Context: an optimization exercise on an open-source flow, tuned for small area and a short achievable clock period. The choices shown serve that exercise and are no tape-out recipe.
At most, simulation tests tie the RTL to the original design; equivalence was not proved.
No activity file was given, so power comes from the tool's default toggle rates.

==> inputs of 09-20 <==
Design mem_instr_cargable, start of the top module:
module mem_instr_cargable #(
    parameter int               NBITS     = 32,
    parameter int               CELDAS    = 64,
    parameter int               BYTE_BITS = 8,
    parameter logic [NBITS-1:0] HALT_WORD = NBITS'(HALT_WORD_DEF),
    localparam int              LCW       = $clog2(CELDAS + 1)
) (
    input  logic                 i_clk,
    input  logic                 i_reset_n,
    input  logic [NBITS-1:0]     i_PC,
    input  logic                 i_fetch_en,
    output logic [NBITS-1:0]     o_Instruction,
    output logic                 o_pc_err,
    input  logic                 i_load_start,
    input  logic                 i_load_valid,
    input  logic [BYTE_BITS-1:0] i_load_byte,
    output logic                 o_load_ready,
    output logic                 o_load_done,
    output logic [LCW-1:0]       o_load_count
);
    localparam int CW = $clog2(CELDAS + 1);
    localparam int AW = (CELDAS > 1) ? $clog2(CELDAS) : 1;
    localparam int IW = NBITS - 2;
    logic [NBITS-1:0] mem [CELDAS];
  ...
==> module mem_instr_rd_mux, before the edit <==
module mem_instr_rd_mux #(
    parameter int NBITS  = 32,
    parameter int CELDAS = 64,
    localparam int AW    = (CELDAS > 1) ? $clog2(CELDAS) : 1
) (
    input  logic [CELDAS*NBITS-1:0] i_words,
    input  logic [AW-1:0]           i_idx,
    output logic [NBITS-1:0]        o_word
);
    localparam int G = CELDAS / 8;
    logic [7:0]       s_lo, s_hi;
    logic [NBITS-1:0] grp [G];
    always_comb begin
        for (int k = 0; k < 8; k++) begin
            s_lo[k] = (i_idx[2:0] == 3'(k));
            s_hi[k] = (i_idx[AW-1:3] == 3'(k));
        end
    end
    for (genvar g = 0; g < G; g++) begin : g_grp
        mem_instr_sel8 #(.NBITS(NBITS)) u_sel (
            .i_sel (s_lo),
            .i_d   (i_words[g*8*NBITS +: 8*NBITS]),
            .o_q   (grp[g])
        );
    end
    logic [G*NBITS-1:0] grp_flat;
    for (genvar g = 0; g < G; g++) begin : g_gf
        assign grp_flat[g*NBITS +: NBITS] = grp[g];
    end
    mem_instr_sel8 #(.NBITS(NBITS)) u_sel_hi (
        .i_sel (s_hi),
        .i_d   (grp_flat),
        .o_q   (o_word)
    );
endmodule
==> module mem_instr_sel8, before the edit <==
module mem_instr_sel8 #(
    parameter int NBITS = 32
) (
    input  logic [7:0]         i_sel,
    input  logic [8*NBITS-1:0] i_d,
    output logic [NBITS-1:0]   o_q
);
    always_comb begin
        o_q = '0;
        for (int k = 0; k < 8; k++)
            o_q = o_q | ({NBITS{i_sel[k]}} & i_d[k*NBITS +: NBITS]);
    end
endmodule
==> module mem_instr_cargable, before the edit <==
module mem_instr_cargable #(
    parameter int               NBITS     = 32,
    parameter int               CELDAS    = 64,
    parameter int               BYTE_BITS = 8,
    parameter logic [NBITS-1:0] HALT_WORD = NBITS'(HALT_WORD_DEF),
    localparam int              LCW       = $clog2(CELDAS + 1)
) (
    input  logic                 i_clk,
    input  logic                 i_reset_n,
    input  logic [NBITS-1:0]     i_PC,
    input  logic                 i_fetch_en,
    output logic [NBITS-1:0]     o_Instruction,
    output logic                 o_pc_err,
    input  logic                 i_load_start,
    input  logic                 i_load_valid,
    input  logic [BYTE_BITS-1:0] i_load_byte,
    output logic                 o_load_ready,
    output logic                 o_load_done,
    output logic [LCW-1:0]       o_load_count
);
    localparam int CW = $clog2(CELDAS + 1);
    localparam int AW = (CELDAS > 1) ? $clog2(CELDAS) : 1;
    localparam int IW = NBITS - 2;
    logic [NBITS-1:0] mem [CELDAS];
    logic [1:0]       state_q;
    logic [CW-1:0]    count_q;
    logic [NBITS-1:0] instr_q;
    logic             err_q;
    logic             byte_en, pk_clr, word_valid;
    logic [NBITS-1:0] word;
    logic [IW-1:0]    idx;
    logic             unused_pc;
    logic [7:0]       wr_hi_q, wr_lo_q;
    assign idx       = i_PC[NBITS-1:2];
    assign unused_pc = ^i_PC[1:0];
    assign byte_en   = i_load_valid && (state_q == S_LOAD);
    assign pk_clr    = (state_q == S_IDLE) && i_load_start;
    mem_instr_byte_packer #(
        .NBITS     (NBITS),
        .BYTE_BITS (BYTE_BITS)
    ) u_packer (
        .i_clk        (i_clk),
        .i_reset_n    (i_reset_n),
        .i_clr        (pk_clr),
        .i_byte_en    (byte_en),
        .i_byte       (i_load_byte),
        .o_word       (word),
        .o_word_valid (word_valid)
    );
    always_ff @(posedge i_clk or negedge i_reset_n) begin
        if (!i_reset_n) begin
            state_q <= S_IDLE;
            count_q <= '0;
        end else begin
            unique case (state_q)
                S_LOAD: begin
                    if (word_valid) begin
                        count_q <= count_q + CW'(1);
                        if (count_q == CW'(CELDAS - 1))
                            state_q <= S_DONE;
                    end
                end
                S_DONE: state_q <= S_IDLE;
                default: begin
                    if (i_load_start) begin
                        state_q <= S_LOAD;
                        count_q <= '0;
                    end
                end
            endcase
        end
    end
    always_ff @(posedge i_clk or negedge i_reset_n) begin
        if (!i_reset_n) begin
            instr_q <= '0;
            err_q   <= 1'b0;
        end else if (i_fetch_en) begin
            if (state_q != S_IDLE) begin
                instr_q <= NBITS'(NOP_WORD);
                err_q   <= 1'b0;
            end else if (!i_load_start) begin
                if (idx >= IW'(CELDAS)) begin
                    instr_q <= NBITS'(NOP_WORD);
                    err_q   <= 1'b1;
                end else begin
                    instr_q <= rd_word;
                    err_q   <= 1'b0;
                end
            end
        end
    end
    always_ff @(posedge i_clk) begin
        for (int j = 0; j < 8; j++) begin
            wr_hi_q[j] <= word_valid && (count_q[AW-1:3] == 3'(j));
            wr_lo_q[j] <= (count_q[2:0] == 3'(j));
        end
    end
    for (genvar w = 0; w < CELDAS; w++) begin : g_word
        always_ff @(posedge i_clk) begin
            if (wr_hi_q[w / 8] && wr_lo_q[w % 8])
                mem[w] <= word;
        end
    end
    logic [CELDAS*NBITS-1:0] mem_flat;
    logic [NBITS-1:0]        rd_word;
    for (genvar w = 0; w < CELDAS; w++) begin : g_flat
        assign mem_flat[w*NBITS +: NBITS] = mem[w];
    end
    mem_instr_rd_mux #(
        .NBITS  (NBITS),
        .CELDAS (CELDAS)
    ) u_rd_mux (
        .i_words (mem_flat),
        .i_idx   (idx[AW-1:0]),
        .o_word  (rd_word)
    );
    assign o_Instruction = instr_q;
    assign o_pc_err      = err_q;
    assign o_load_ready  = state_q[0];
    assign o_load_done   = state_q[1];
    assign o_load_count  = count_q;
endmodule
Settings: LEC_CHECK=0, CAP_MARGIN=20, CORE_MARGIN=2, CORE_UTILIZATION=55, SETUP_SLACK_MARGIN=2.8, SLEW_MARGIN=20, SYNTH_HIERARCHICAL=1; clock period 5.0 ns.
run.sh (not shown) runs the stock make flow with config.mk's settings and CLKGATE_MAP_FILE= SYNTH_SCRIPT=/design/flow/synth_recipe.tcl, a recipe that flattens the netlist after the stock synthesis.
==> 10-19 (differences from 09-20) <==
==> flow/design.v (replaced) <==
package mem_instr_cargable_pkg;
    localparam logic [1:0] S_IDLE = 2'd0;
    localparam logic [1:0] S_LOAD = 2'd1;
    localparam logic [1:0] S_DONE = 2'd2;
    localparam logic [31:0] NOP_WORD      = 32'h0000_0000;
    localparam logic [31:0] HALT_WORD_DEF = 32'hFFFF_FFFF;
endpackage
module mem_instr_byte_packer #(
    parameter int NBITS     = 32,
    parameter int BYTE_BITS = 8
) (
    input  logic                 i_clk,
    input  logic                 i_reset_n,
    input  logic                 i_clr,
    input  logic                 i_byte_en,
    input  logic [BYTE_BITS-1:0] i_byte,
    output logic [NBITS-1:0]     o_word,
    output logic                 o_word_valid
);
    localparam int NB = NBITS / BYTE_BITS;
    localparam int CW = (NB > 1) ? $clog2(NB) : 1;
    localparam int SW = NBITS - BYTE_BITS;
    logic [SW-1:0] shift_q, shift_d;
    logic [CW-1:0] cnt_q, cnt_d;
    assign o_word       = {shift_q, i_byte};
    assign o_word_valid = i_byte_en && (cnt_q == CW'(NB - 1));
    always_comb begin
        shift_d = shift_q;
        cnt_d   = cnt_q;
        if (i_clr) begin
            shift_d = '0;
            cnt_d   = '0;
        end else if (i_byte_en) begin
            shift_d = o_word[SW-1:0];
            cnt_d   = o_word_valid ? '0 : cnt_q + CW'(1);
        end
    end
    always_ff @(posedge i_clk or negedge i_reset_n) begin
        if (!i_reset_n) begin
            shift_q <= '0;
            cnt_q   <= '0;
        end else begin
            shift_q <= shift_d;
            cnt_q   <= cnt_d;
        end
    end
endmodule
import mem_instr_cargable_pkg::*;
module mem_instr_cargable #(
    parameter int               NBITS     = 32,
    parameter int               CELDAS    = 64,
    parameter int               BYTE_BITS = 8,
    parameter logic [NBITS-1:0] HALT_WORD = NBITS'(HALT_WORD_DEF),
    localparam int              LCW       = $clog2(CELDAS + 1)
) (
    input  logic                 i_clk,
    input  logic                 i_reset_n,
    input  logic [NBITS-1:0]     i_PC,
    input  logic                 i_fetch_en,
    output logic [NBITS-1:0]     o_Instruction,
    output logic                 o_pc_err,
    input  logic                 i_load_start,
    input  logic                 i_load_valid,
    input  logic [BYTE_BITS-1:0] i_load_byte,
    output logic                 o_load_ready,
    output logic                 o_load_done,
    output logic [LCW-1:0]       o_load_count
);
    localparam int CW = $clog2(CELDAS + 1);
    localparam int AW = (CELDAS > 1) ? $clog2(CELDAS) : 1;
    localparam int IW = NBITS - 2;
    localparam logic HALT_EN = 1'b0;
    logic [NBITS-1:0] mem [CELDAS];
    logic [1:0]       state_q, state_d;
    logic [CW-1:0]    count_q, count_d;
    logic [NBITS-1:0] instr_q, instr_d;
    logic             err_q, err_d;
    logic             byte_en, pk_clr, word_valid, we;
    logic [NBITS-1:0] word;
    logic [IW-1:0]    idx;
    logic             unused_pc;
    assign idx       = i_PC[NBITS-1:2];
    assign unused_pc = ^i_PC[1:0];
    assign byte_en   = i_load_valid && (state_q == S_LOAD);
    assign pk_clr    = (state_q == S_IDLE) && i_load_start;
    assign we        = word_valid;
    mem_instr_byte_packer #(
        .NBITS     (NBITS),
        .BYTE_BITS (BYTE_BITS)
    ) u_packer (
        .i_clk        (i_clk),
        .i_reset_n    (i_reset_n),
        .i_clr        (pk_clr),
        .i_byte_en    (byte_en),
        .i_byte       (i_load_byte),
        .o_word       (word),
        .o_word_valid (word_valid)
    );
    always_comb begin
        state_d = state_q;
        count_d = count_q;
        unique case (1'b1)
            state_q == S_LOAD: begin
                if (word_valid) begin
                    count_d = count_q + CW'(1);
                    if (count_d == CW'(CELDAS) ||
                        (HALT_EN && word == HALT_WORD))
                        state_d = S_DONE;
                end
            end
            state_q == S_DONE: state_d = S_IDLE;
            default: begin
                if (i_load_start) begin
                    state_d = S_LOAD;
                    count_d = '0;
                end
            end
        endcase
    end
    always_comb begin
        instr_d = instr_q;
        err_d   = err_q;
        if (i_fetch_en) begin
            if (state_q != S_IDLE) begin
                instr_d = NBITS'(NOP_WORD);
                err_d   = 1'b0;
            end else if (!i_load_start) begin
                if (idx >= IW'(CELDAS)) begin
                    instr_d = NBITS'(NOP_WORD);
                    err_d   = 1'b1;
                end else begin
                    instr_d = mem[idx[AW-1:0]];
                    err_d   = 1'b0;
                end
            end
        end
    end
    always_ff @(posedge i_clk or negedge i_reset_n) begin
        if (!i_reset_n) begin
            state_q <= S_IDLE;
            count_q <= '0;
            instr_q <= '0;
            err_q   <= 1'b0;
        end else begin
            state_q <= state_d;
            count_q <= count_d;
            instr_q <= instr_d;
            err_q   <= err_d;
        end
    end
    always_ff @(posedge i_clk) begin
        if (we)
            mem[count_q[AW-1:0]] <= word;
    end
    assign o_Instruction = instr_q;
    assign o_pc_err      = err_q;
    assign o_load_ready  = (state_q == S_LOAD);
    assign o_load_done   = (state_q == S_DONE);
    assign o_load_count  = count_q;
endmodule
Settings changed: CORE_UTILIZATION 55 to 40, SETUP_SLACK_MARGIN 2.8 to default, SYNTH_HIERARCHICAL 1 to default.
==> 06-08 (differences from 09-20) <==
--- a/flow/design.v
+++ b/flow/design.v
@@ -52,40 +52,51 @@
         for (int k = 0; k < 8; k++) begin
             s_lo[k] = (i_idx[2:0] == 3'(k));
             s_hi[k] = (i_idx[AW-1:3] == 3'(k));
         end
     end
     for (genvar g = 0; g < G; g++) begin : g_grp
-        mem_instr_sel8 #(.NBITS(NBITS)) u_sel (
-            .i_sel (s_lo),
-            .i_d   (i_words[g*8*NBITS +: 8*NBITS]),
-            .o_q   (grp[g])
+        for (genvar b = 0; b < NBITS; b++) begin : g_bit
+            logic [7:0] d;
+            for (genvar k = 0; k < 8; k++) begin : g_k
+                assign d[k] = i_words[(g*8+k)*NBITS + b];
+            end
+            mem_instr_sel8 u_sel (
+                .i_sel (s_lo),
+                .i_d   (d),
+                .o_q   (grp[g][b])
+            );
+        end
+    end
+    for (genvar b = 0; b < NBITS; b++) begin : g_hi
+        logic [7:0] d;
+        for (genvar g = 0; g < G; g++) begin : g_g
+            assign d[g] = grp[g][b];
+        end
+        mem_instr_sel8 u_sel (
+            .i_sel (s_hi),
+            .i_d   (d),
+            .o_q   (o_word[b])
         );
     end
-    logic [G*NBITS-1:0] grp_flat;
-    for (genvar g = 0; g < G; g++) begin : g_gf
-        assign grp_flat[g*NBITS +: NBITS] = grp[g];
-    end
-    mem_instr_sel8 #(.NBITS(NBITS)) u_sel_hi (
-        .i_sel (s_hi),
-        .i_d   (grp_flat),
-        .o_q   (o_word)
-    );
-endmodule
-module mem_instr_sel8 #(
-    parameter int NBITS = 32
-) (
-    input  logic [7:0]         i_sel,
-    input  logic [8*NBITS-1:0] i_d,
-    output logic [NBITS-1:0]   o_q
-);
-    always_comb begin
-        o_q = '0;
-        for (int k = 0; k < 8; k++)
-            o_q = o_q | ({NBITS{i_sel[k]}} & i_d[k*NBITS +: NBITS]);
-    end
+endmodule
+module mem_instr_sel8 (
+    input  logic [7:0] i_sel,
+    input  logic [7:0] i_d,
+    output logic       o_q
+);
+    assign o_q = |(i_sel & i_d);
+endmodule
+module mem_instr_ld_hold (
+    input  logic i_ld,
+    input  logic i_hold,
+    input  logic i_d,
+    input  logic i_q,
+    output logic o_d
+);
+    assign o_d = (i_ld & i_d) | (i_hold & i_q);
 endmodule
 import mem_instr_cargable_pkg::*;
 module mem_instr_cargable #(
     parameter int               NBITS     = 32,
     parameter int               CELDAS    = 64,
     parameter int               BYTE_BITS = 8,
@@ -180,16 +191,26 @@
         for (int j = 0; j < 8; j++) begin
             wr_hi_q[j] <= word_valid && (count_q[AW-1:3] == 3'(j));
             wr_lo_q[j] <= (count_q[2:0] == 3'(j));
         end
     end
     for (genvar w = 0; w < CELDAS; w++) begin : g_word
-        always_ff @(posedge i_clk) begin
-            if (wr_hi_q[w / 8] && wr_lo_q[w % 8])
-                mem[w] <= word;
-        end
+        logic             ld;
+        logic [NBITS-1:0] nxt;
+        assign ld = wr_hi_q[w / 8] && wr_lo_q[w % 8];
+        for (genvar b = 0; b < NBITS; b++) begin : g_bit
+            mem_instr_ld_hold u_ld (
+                .i_ld   (ld),
+                .i_hold (!ld),
+                .i_d    (word[b]),
+                .i_q    (mem[w][b]),
+                .o_d    (nxt[b])
+            );
+        end
+        always_ff @(posedge i_clk)
+            mem[w] <= nxt;
     end
     logic [CELDAS*NBITS-1:0] mem_flat;
     logic [NBITS-1:0]        rd_word;
     for (genvar w = 0; w < CELDAS; w++) begin : g_flat
         assign mem_flat[w*NBITS +: NBITS] = mem[w];
     end
Settings changed: CORE_UTILIZATION 55 to 50.
==> qor summary <==
metric                                                                                         06-08                     09-20                    10-19
Outcome                                                                     timing/DRC/antenna clean  timing/DRC/antenna clean  timing/DRC/antenna clean
Overall fraction of global-route tracks in use                                                 0.399                     0.338                    0.208
Maximum achievable frequency                                                                 381 MHz                   389 MHz                  291 MHz
Synth warn                                                                                        12                        12                        2
Area overhead of the layout relative to synthesis                                              27.6%                     20.4%                    14.7%
Xor/xnor share of the synthesized area                                                      0.000477                  0.000112                        0
Proportion of register bits with asynchronous set or reset after synthesis                    0.0206                    0.0206                   0.0321
Total sequential power                                                                      20100 µW                  20700 µW                 20000 µW
Number of clock sinks                                                                           2140                      2140                     2116
Pin count of the biggest net entering global routing                                              66                        66                       77
Number of antenna violations at the first check in global routing                                 10                        20                        4
Max stage delay cell, worst path                                            sky130_fd_sc_hd__a22oi_2  sky130_fd_sc_hd__nand4_1  sky130_fd_sc_hd__nor2_1
Largest fanout on the critical path                                                                8                        10                       25
Post-synth net total                                                                            5973                      4132                     3871
Final standard cell count with taps included and fillers excluded                               8924                      6651                     6972
Placement-stage cell area                                                                  79700 µm²                 82000 µm²                87200 µm²
The RTL of 06-08 was laid out without a check of its function.

==> separate check: timing with driven ports <==
The flow's constraints put no driver on any port. The routed layouts listed below were extracted and timed again, unchanged, in two steps.
Step 1, drivers: a clkbuf_16 drives i_clk and a buf_2 each remaining input, both assumed.
Step 2 times the ports against the registers' clock, not the clock port: input delays grow and output delays shrink by t, the midpoint of the rising clock arrivals with the driver on.
Three values: no drivers, after step 1, after step 2; two values: the first two.
| run | shift t [ns] | slack for setup (ns) | latest minus earliest clock arrival (ns) | worst register clock-pin slew, ns | worst slew at a driven data input, ns |
|---|---|---|---|---|---|
| 09-20 | 0.911 | 2.429 / 2.386 / 1.475 | 0.023 / 0.023 | 0.07 / 0.07 | 0.21 |
| 10-19 | 0.909 | 1.564 / 1.588 / 0.679 | 0.030 / 0.030 | 0.07 / 0.07 | 0.14 |
| 06-08 | 0.903 | 2.378 / 2.273 / 1.369 | 0.031 / 0.031 | 0.07 / 0.07 | 0.21 |
After both steps every run listed still meets setup and hold. The setup slack of 06-08, which loses most, moves by -0.105 ns with the drivers and by -1.009 ns with both steps.
